What follows belongs to an exercise in optimizing a design on an open flow for small area, a short achievable clock period and few clock cycles per item; a production flow would make more cautious choices.
In this exercise RTL edits were held to simulation tests only and were not proved equivalent to the original.
Power is estimated from default activity; no workload was simulated.

<file path="config.mk">
export PLATFORM = sky130hd
export DESIGN_NAME = best_fit_block_allocator_core
export DESIGN_NICKNAME = best_fit_block_allocator_core
export VERILOG_FILES = /design/flow/design.v
export SDC_FILE = /design/flow/constraint.sdc
export NUM_CORES = 4
export LEC_CHECK = 0
export CAP_MARGIN = 20
export CORE_MARGIN = 2
export CORE_UTILIZATION = 40
export SLEW_MARGIN = 20
</file>
<file path="constraint.sdc">
create_clock -name core_clock -period 10.0 [get_ports {clk}]
set_input_delay 2.0000 -clock core_clock [delete_from_list [all_inputs] [get_ports {clk}]]
set_output_delay 2.0000 -clock core_clock [all_outputs]
set_load 0.01 [all_outputs]
</file>
<file path="design.v">
`default_nettype none
package bfa_pkg;
  localparam int SLOTS_DEFAULT        = 16;
  localparam int ADDRESS_BITS_DEFAULT = 16;
  localparam int CFG_W    = 5;
  localparam int MODE_W   = 2;
  localparam int SLOT_F_W = 4;
  localparam int SIZE_W   = 16;
  localparam int ADDR_F_W = 16;
  localparam int STATUS_W = 2;
  localparam logic [MODE_W-1:0] MODE_LOAD  = 2'd0;
  localparam logic [MODE_W-1:0] MODE_ALLOC = 2'd1;
  localparam logic [MODE_W-1:0] MODE_READ  = 2'd2;
  localparam logic [STATUS_W-1:0] ST_DONE  = 2'd0;
  localparam logic [STATUS_W-1:0] ST_NOFIT = 2'd1;
  localparam logic [STATUS_W-1:0] ST_RANGE = 2'd2;
  typedef struct packed {
    logic [MODE_W-1:0]   mode;
    logic [SLOT_F_W-1:0] slot;
    logic [SIZE_W-1:0]   size;
    logic [ADDR_F_W-1:0] start_address;
  } bfa_in_t;
  typedef struct packed {
    logic [STATUS_W-1:0] status;
    logic [SLOT_F_W-1:0] chosen_slot;
    logic [ADDR_F_W-1:0] granted_address;
    logic [SIZE_W-1:0]   remaining_size;
  } bfa_out_t;
endpackage
`default_nettype wire
`default_nettype none
module bfa_ram #(
  parameter int WIDTH = 32,
  parameter int DEPTH = 16,
  parameter int AW    = (DEPTH > 1) ? $clog2(DEPTH) : 1
) (
  input  logic             clk,
  input  logic             we,
  input  logic [AW-1:0]    waddr,
  input  logic [WIDTH-1:0] wdata,
  input  logic [AW-1:0]    raddr,
  output logic [WIDTH-1:0] rdata
);
  logic [WIDTH-1:0] mem [DEPTH];
  always_ff @(posedge clk) begin
    if (we) begin
      mem[waddr] <= wdata;
    end
    rdata <= mem[raddr];
  end
endmodule
`default_nettype wire
`default_nettype none
import bfa_pkg::*;
module best_fit_block_allocator_core #(
  parameter int SLOTS        = bfa_pkg::SLOTS_DEFAULT,
  parameter int ADDRESS_BITS = bfa_pkg::ADDRESS_BITS_DEFAULT
) (
  input  logic                      clk,
  input  logic                      rst,
  input  logic                      cfg_valid,
  output logic                      cfg_ready,
  input  logic [bfa_pkg::CFG_W-1:0] cfg_data,
  input  logic                      in_valid,
  output logic                      in_ready,
  input  logic [37:0]               in_data,
  output logic                      out_valid,
  input  logic                      out_ready,
  output logic [37:0]               out_data
);
  localparam int N = 16;
  logic [15:0] t_size  [N];
  logic [15:0] t_start [N];
  logic [N-1:0] mask;
  logic         w_valid;
  logic         w_load, w_alloc, w_read, w_bad;
  logic [3:0]   w_slot;
  logic [15:0]  w_size;    
  logic [15:0]  w_start;
  logic [N-1:0] w_amask;   
  logic [N-1:0] w_dec;     
  logic [N-1:0] w_ldec;    
  logic [N-1:0] b [N];
  logic [N-1:0] bt [N];    
  logic [N-1:0] l_oh;
  logic [15:0]  l_size;
  logic [15:0]  l_start;
  logic advance;
  assign advance   = !out_valid || out_ready;
  assign in_ready  = !w_valid || advance;
  assign cfg_ready = 1'b1;
  wire [1:0]  i_mode  = in_data[37:36];
  wire [3:0]  i_slot  = in_data[35:32];
  wire [15:0] i_size  = in_data[31:16];
  wire [15:0] i_start = in_data[15:0];
  always_ff @(posedge clk) begin
    if (rst) begin
      mask <= '0;
    end else if (cfg_valid) begin
      for (int k = 0; k < N; k++) mask[k] <= (5'(k) < cfg_data);
    end
  end
  always_ff @(posedge clk) begin
    if (rst) begin
      w_valid <= 1'b0;
    end else if (in_ready) begin
      w_valid <= in_valid;
    end
  end
  always_ff @(posedge clk) begin
    if (in_ready) begin
      w_load  <= in_valid && (i_mode == MODE_LOAD);
      w_alloc <= in_valid && (i_mode == MODE_ALLOC);
      w_read  <= in_valid && (i_mode == MODE_READ);
      w_bad   <= in_valid && (i_mode == 2'd3);
      w_slot  <= i_slot;
      w_size  <= ((i_mode == MODE_LOAD) || (i_mode == MODE_ALLOC)) ? i_size : 16'd0;
      w_start <= i_start;
      for (int k = 0; k < N; k++) begin
        w_amask[k] <= in_valid && (i_mode == MODE_ALLOC) && mask[k];
        w_dec[k]   <= in_valid && ((i_mode == MODE_LOAD) || (i_mode == MODE_READ)) &&
                      (i_slot == 4'(k));
        w_ldec[k]  <= in_valid && (i_mode == MODE_LOAD) && (i_slot == 4'(k));
      end
    end
  end
  logic [N-1:0] fits;
  logic [N-1:0] wb;        
  logic [N-1:0] below;     
  logic [N-1:0] win;
  logic         found;
  always_comb begin
    for (int j = 0; j < N; j++) begin
      fits[j] = w_amask[j] && (t_size[j] >= w_size);
    end
    below[0] = 1'b0;
    for (int j = 1; j < N; j++) below[j] = below[j-1] | l_oh[j-1];
    for (int j = 0; j < N; j++) begin
      wb[j] = (l_size < t_size[j]) ||
              ((l_size == t_size[j]) && ((l_start < t_start[j]) ||
                                         ((l_start == t_start[j]) && below[j])));
    end
    for (int i = 0; i < N; i++) begin
      for (int j = 0; j < N; j++) begin
        if (j > i) begin
          bt[i][j] = l_oh[i] ? wb[j] : (l_oh[j] ? !wb[i] : b[i][j]);
        end else begin
          bt[i][j] = 1'b0;
        end
      end
    end
    for (int i = 0; i < N; i++) begin
      win[i] = fits[i];
      for (int j = 0; j < N; j++) begin
        if (j > i) win[i] = win[i] && (!fits[j] || bt[i][j]);
        if (j < i) win[i] = win[i] && (!fits[j] || !bt[j][i]);
      end
    end
    found = |fits;
  end
  always_ff @(posedge clk) begin
    for (int i = 0; i < N; i++) b[i] <= bt[i];
  end
  logic [N-1:0] sel;
  logic [N-1:0] wen;
  logic [15:0]  s_sel, a_sel;
  logic [3:0]   win_idx;
  logic [15:0]  diff;
  logic [15:0]  nstart;
  logic [15:0]  bus_size, bus_start;
  logic         go;
  assign go = w_valid && advance;
  always_comb begin
    sel = win | w_dec;
    wen = (win | w_ldec) & {N{go}};
    s_sel = '0;
    a_sel = '0;
    win_idx = '0;
    for (int i = 0; i < N; i++) begin
      s_sel   = s_sel | (t_size[i]  & {16{sel[i]}});
      a_sel   = a_sel | (t_start[i] & {16{sel[i]}});
      win_idx = win_idx | (4'(i) & {4{win[i]}});
    end
    diff      = s_sel - w_size;
    nstart    = a_sel + w_size;
    bus_size  = w_load ? w_size  : diff;
    bus_start = w_load ? w_start : nstart;
  end
  always_ff @(posedge clk) begin
    for (int i = 0; i < N; i++) begin
      if (wen[i]) begin
        t_size[i]  <= bus_size;
        t_start[i] <= bus_start;
      end
    end
    l_oh    <= wen;
    l_size  <= bus_size;
    l_start <= bus_start;
  end
  logic [37:0] res;
  always_comb begin
    if (w_load) begin
      res = {ST_DONE, w_slot, w_start, w_size};
    end else if (w_read) begin
      res = {ST_DONE, w_slot, a_sel, s_sel};
    end else if (w_alloc) begin
      if (found) res = {ST_DONE, win_idx, a_sel, diff};
      else       res = {ST_NOFIT, 4'd0, 16'd0, 16'd0};
    end else begin
      res = {ST_RANGE, w_slot, 16'd0, 16'd0};
    end
  end
  always_ff @(posedge clk) begin
    if (rst) begin
      out_valid <= 1'b0;
    end else if (advance) begin
      out_valid <= w_valid;
    end
  end
  always_ff @(posedge clk) begin
    if (go) out_data <= res;
  end
endmodule
`default_nettype wire
</file>
<file path="run.sh">
#!/bin/bash
# synth_recipe.tcl (not shown) runs the flow's synth.tcl, then flattens the netlist and writes it again
# the make line also repeats each setting of config.mk as NAME=value (left out here)
make -C /OpenROAD-flow-scripts/flow DESIGN_CONFIG=/design/flow/config.mk WORK_HOME=/design/flow/orfs CLKGATE_MAP_FILE= SYNTH_SCRIPT=/design/flow/synth_recipe.tcl finish
</file>
==> summary.txt <==
Layout
  – Filler Cell Count: ~12000
  – Syn-to-layout area delta: 18.6%
  – Layout cells sized above 1: 12.4%
  – Cell Count, Final, Fillers Out: 7454
  – Multi-input gate area: 27900 sq um
  – # nets final: 6457
  – Reg area: 22900 sq um

Logic synthesis
  – Largest cells by area after synthesis: edfxtp_1, ha_1, dfxtp_1, inv_1, a21oi_1
  – Syn nets: 6018
  – Flops & latches, synth: a little over 800
  – Cell type with the largest total area after synthesis: edfxtp_1
  – XOR/XNOR Fraction of Synth Area: less than 1%
  – Netlist cell types: 103
  – Compound-Gate Fraction of Synth Area: 19.9%
  – Mean area per synthesized cell: between 10 and 15 sq um
  – Ys flop type: edfxtp_1
  – Yosys warns: 5
  – Simple-Gate Fraction of Synth Area: 12.0%
  – Top cell type's share of synthesized area: 35.9%
  – Share of synthesized registers carrying an async set or reset: 0%
  – Synth Instances: 5171
  – Mux contribution to synthesized area: 0.429%
  – Largest family of logic cells by synthesized area: compound AO/OA/AOI/OAI gates
  – Adder-Cell Fraction of Synth Area: 18.8%
  – Post-synth EDFFs: 637
  – Mapped cell area: ~53000 sq um
  – Seq/Total Area, Yosys: roughly 43%

Timing
  – RSZ-0062 raised after global routing: false
  – Min cycle time layout: 9700 ps
  – Sum Neg Setup Slack: 0 ps
  – Worst-margin pin slew: roughly 1200 ps
  – Final setup viols: 0
  – Final Hold Vio Count: 0
  – Final period utilization: 97.0%
  – Slew margin rel.: roughly a fifth
  – Fin worst setup slack: 302 ps
  – Clk_skew: ~65 ps
  – Max Fclk: 103 MHz
  – Max-slew violations: 0

Routing
  – Post-DRT Antenna Nets: 0
  – Drt drc: 0
  – Routed vias: 49500
  – First DRT Iteration DRCs: ~7900
  – DR WL/cell: 38.0 um
  – Wirelength, routed: 283000 um
  – DR pass1 iterations: 10
  – Vias per inst: 6.64

Clock network
  – Clock sink count: 823
  – TritonCTS clock tree: built
  – # hold bufs at CTS: 0
  – Root Driver: clkbuf_16
  – Clock-pin slew on the worst setup and hold paths: ~60 ps
  – Post-CTS Setup Inserts: 0
  – Cts repair resizes: 0
  – Clk buf depth: 3
  – Worst skew pair latency: 780 ps
  – # H-tree levels: 3
  – CTS buffer count: 97

Run
  – MaxCap Viol Count: 0

Setup path
  – Crit-path max FO: 17
  – CP Class: reg -> reg
  – CP Capture Type: flop
  – Slowest Stage Delay on Critical Path: 880 ps
  – Crit start category: flop
  – Arr. time, crit path: around 10000 ps
  – CP most frequent cell: a21oi_1
  – Worst Path Required: 10490 ps
  – Slowest-stage cell, CP: a2111oi_0

Power
  – Worst vdd ir: 0.161 mV
  – Sw Ratio: around 40%
  – Share of total power in sequential cells: 32.5%
  – Clk network pwr share: between 20% and 30%
  – Leakage: 26.8 nW
  – P per Cell Area: about 230 nW/um^2
  – Pint: around 8.7 mW
  – Gate power share: 40.1%
  – Switching pwr: 5.77 mW

Global routing
  – Initial antenna violation count: 11
  – Largest net degree at the start of global routing: 61
  – Gr ovfl total: 0
  – Global-route wire length before repair: 383000 um
  – Vias in the first global route: about 46000
  – GRT Total Usage: roughly two fifths

Floorplanning
  – Core area: 132000 sq um
  – Row Count: 133
  – Initial Util: 40.4%
  – Die area: 136000 sq um
  – Ports: between 80 and 90
  – Die width: 369 um
  – Die span in y: 369 um

Place
  – Port Buf Inserts: 87
  – Placer Congestion: between 1 and 1.5
  – Placed cell count: ~7300
  – Detail Placement HPWL: 221000 um
  – Worst slack, placed: between 600 and 700 ps

Run status
  – Status: finished clean

Min path
  – Worst Hold Class: reg -> reg
-- power groups by stage --
stage	clock [mW]	combinational, mW	sequential (mW)
after detailed placement	0	5.56	4.75
after floorplan	0	2.92	4.73
after CTS	3.98	5.59	4.68
after global placement	0	5.52	4.75
after global routing	4.11	6.16	4.72
final	3.96	5.80	4.69
-- kinds of logic (layout without fill, tap and decap cells) --
| family | after synthesis | in the layout |
|---|---|---|
| buffers and inverters | 777 | 1299 |
| muxes | 21 | 21 |
| xor gates and xnor gates | 27 | 27 |
| and+or+nand+nor | 1230 | 1230 |
| DFF | 823 | 823 |
| adders and majority gates | 799 | 799 |
| other | 1 | 7 |
| AOI/OAI and AO/OA | 1493 | 1493 |
-- registers in the layout (all words and copies together), names as in the netlist, 38 cells and up --
register	cells
t_size	256
out_data	38
t_start	256
b	120
-- cells in the mapped netlist, types with 26 or more instances --
library cell / number
nor4_1: 36
buf_2: 45
nor2b_1: 127
o21a_1: 34
ha_1: 797
nand4_1: 156
nor3_1: 87
a2111oi_0: 33
nand2_1: 231
o211ai_1: 48
clkbuf_1: 125
a211oi_1: 106
inv_1: 583
and2_1: 40
nand3_1: 133
a31oi_1: 49
a222oi_1: 85
a221oi_1: 62
dfxtp_1: 186
a211o_1: 27
o2111ai_1: 26
a21o_1: 94
nor2_1: 252
nand2b_1: 35
a22o_1: 52
o21ai_0: 156
a21oi_1: 362
a22oi_1: 98
edfxtp_1: 637
and3_1: 38
-- cell usage in the layout (no fill, tap or decap), types with 47 or more instances in the layout --
master | synthesis | final
clkbuf_16 | 0 | 97
a22o_1 | 52 | 52
a221oi_1 | 62 | 62
a22oi_1 | 98 | 98
nor3_1 | 87 | 86
a222oi_1 | 85 | 85
nand4_1 | 156 | 156
clkdlybuf4s50_1 | 0 | 87
dfxtp_1 | 186 | 185
edfxtp_1 | 637 | 637
a21o_1 | 94 | 94
inv_1 | 583 | 582
o21ai_0 | 156 | 148
a31oi_1 | 49 | 47
nand2_1 | 231 | 230
nand3_1 | 133 | 133
buf_4 | 3 | 407
nor2_1 | 252 | 236
a21oi_1 | 362 | 360
nor2b_1 | 127 | 127
a211oi_1 | 106 | 106
ha_1 | 797 | 797
o211ai_1 | 48 | 48
-- final timing paths --
check | start | to | slack, ps | cells after the start
max reg2reg | t_size[11][15] | t_start[15][14] | 300 | 36
min | mask[2] | mask[2] | 480 | 2
min reg2reg | mask[2] | mask[2] | 480 | 2
max | t_size[11][15] | t_start[15][14] | 300 | 36
-- final cells by class --
class,count,area share (%)
clock buffers,122,4.13
well taps,1755,3.47
diodes,6,0.0237
multi-input cells,3571,44.1
flip-flops and latches,823,36.1
inverters,591,3.51
repair buffers,526,7.22
clock inverters,60,1.41
-- metrics by stage --
step           power (mW)  hold WS, ps  instance area [sq um]  util [%]
6_report             14.5          480                  63200      47.9
3_3_place_gp         10.3          462                  59600      45.2
3_5_place_dp         10.3          469                  59700      45.2
2_1_floorplan        7.65          449                  53300         -
4_1_cts              14.2          478                  63200      47.9
5_1_grt              15.0          499                  63200      47.9
-- worst max-delay path, delay by kind of cell (launching register included) --
family / cells / cell delay [ps]
buffers and inverters: 7 / 1530
xor gates and xnor gates: 1 / 160
and+or+nand+nor: 6 / 1560
DFF: 1 / 550
adders and majority gates: 3 / 1040
AOI/OAI and AO/OA: 19 / 4540
-- layer usage --
layer  vias to the layer above  wire length (um)  global-route usage, %
met4                         6             23800                   27.8
met1                     24300            109000                   52.7
met2                      3501            114000                   57.4
li1                      20800                 -                      -
met3                       836             36000                   13.2
met5                         -                36                      0
Testbench counts, summed over its fixed seeds: cycles 6,640, items 6,528.

-- re-timing with driven ports --
The flow's constraints put no driver on any port. The routed layout listed below was extracted and timed again, unchanged, in two steps.
Step 1 assumes that a clkbuf_16 drives the clock port and a buf_2 every other input.
Step 2 moves the port delays by t, midway between the first and last clock arrival at a register: inputs arrive t later, outputs are due t later. That takes back most of the time a late clock gives input paths.
Three values: no drivers, after step 1, after step 2; two values: the first two.
t, ns: 0.834
slack for setup (ns): 0.302 / 0.302 / 0.302
slew at the worst register clock pin (ns): 0.07 / 0.07
worst data-port slew with drivers (ns): 0.09
After both steps this run still meets setup and hold. The setup slack of this run moves by 0.000 ns with the drivers and by 0.000 ns with both steps.
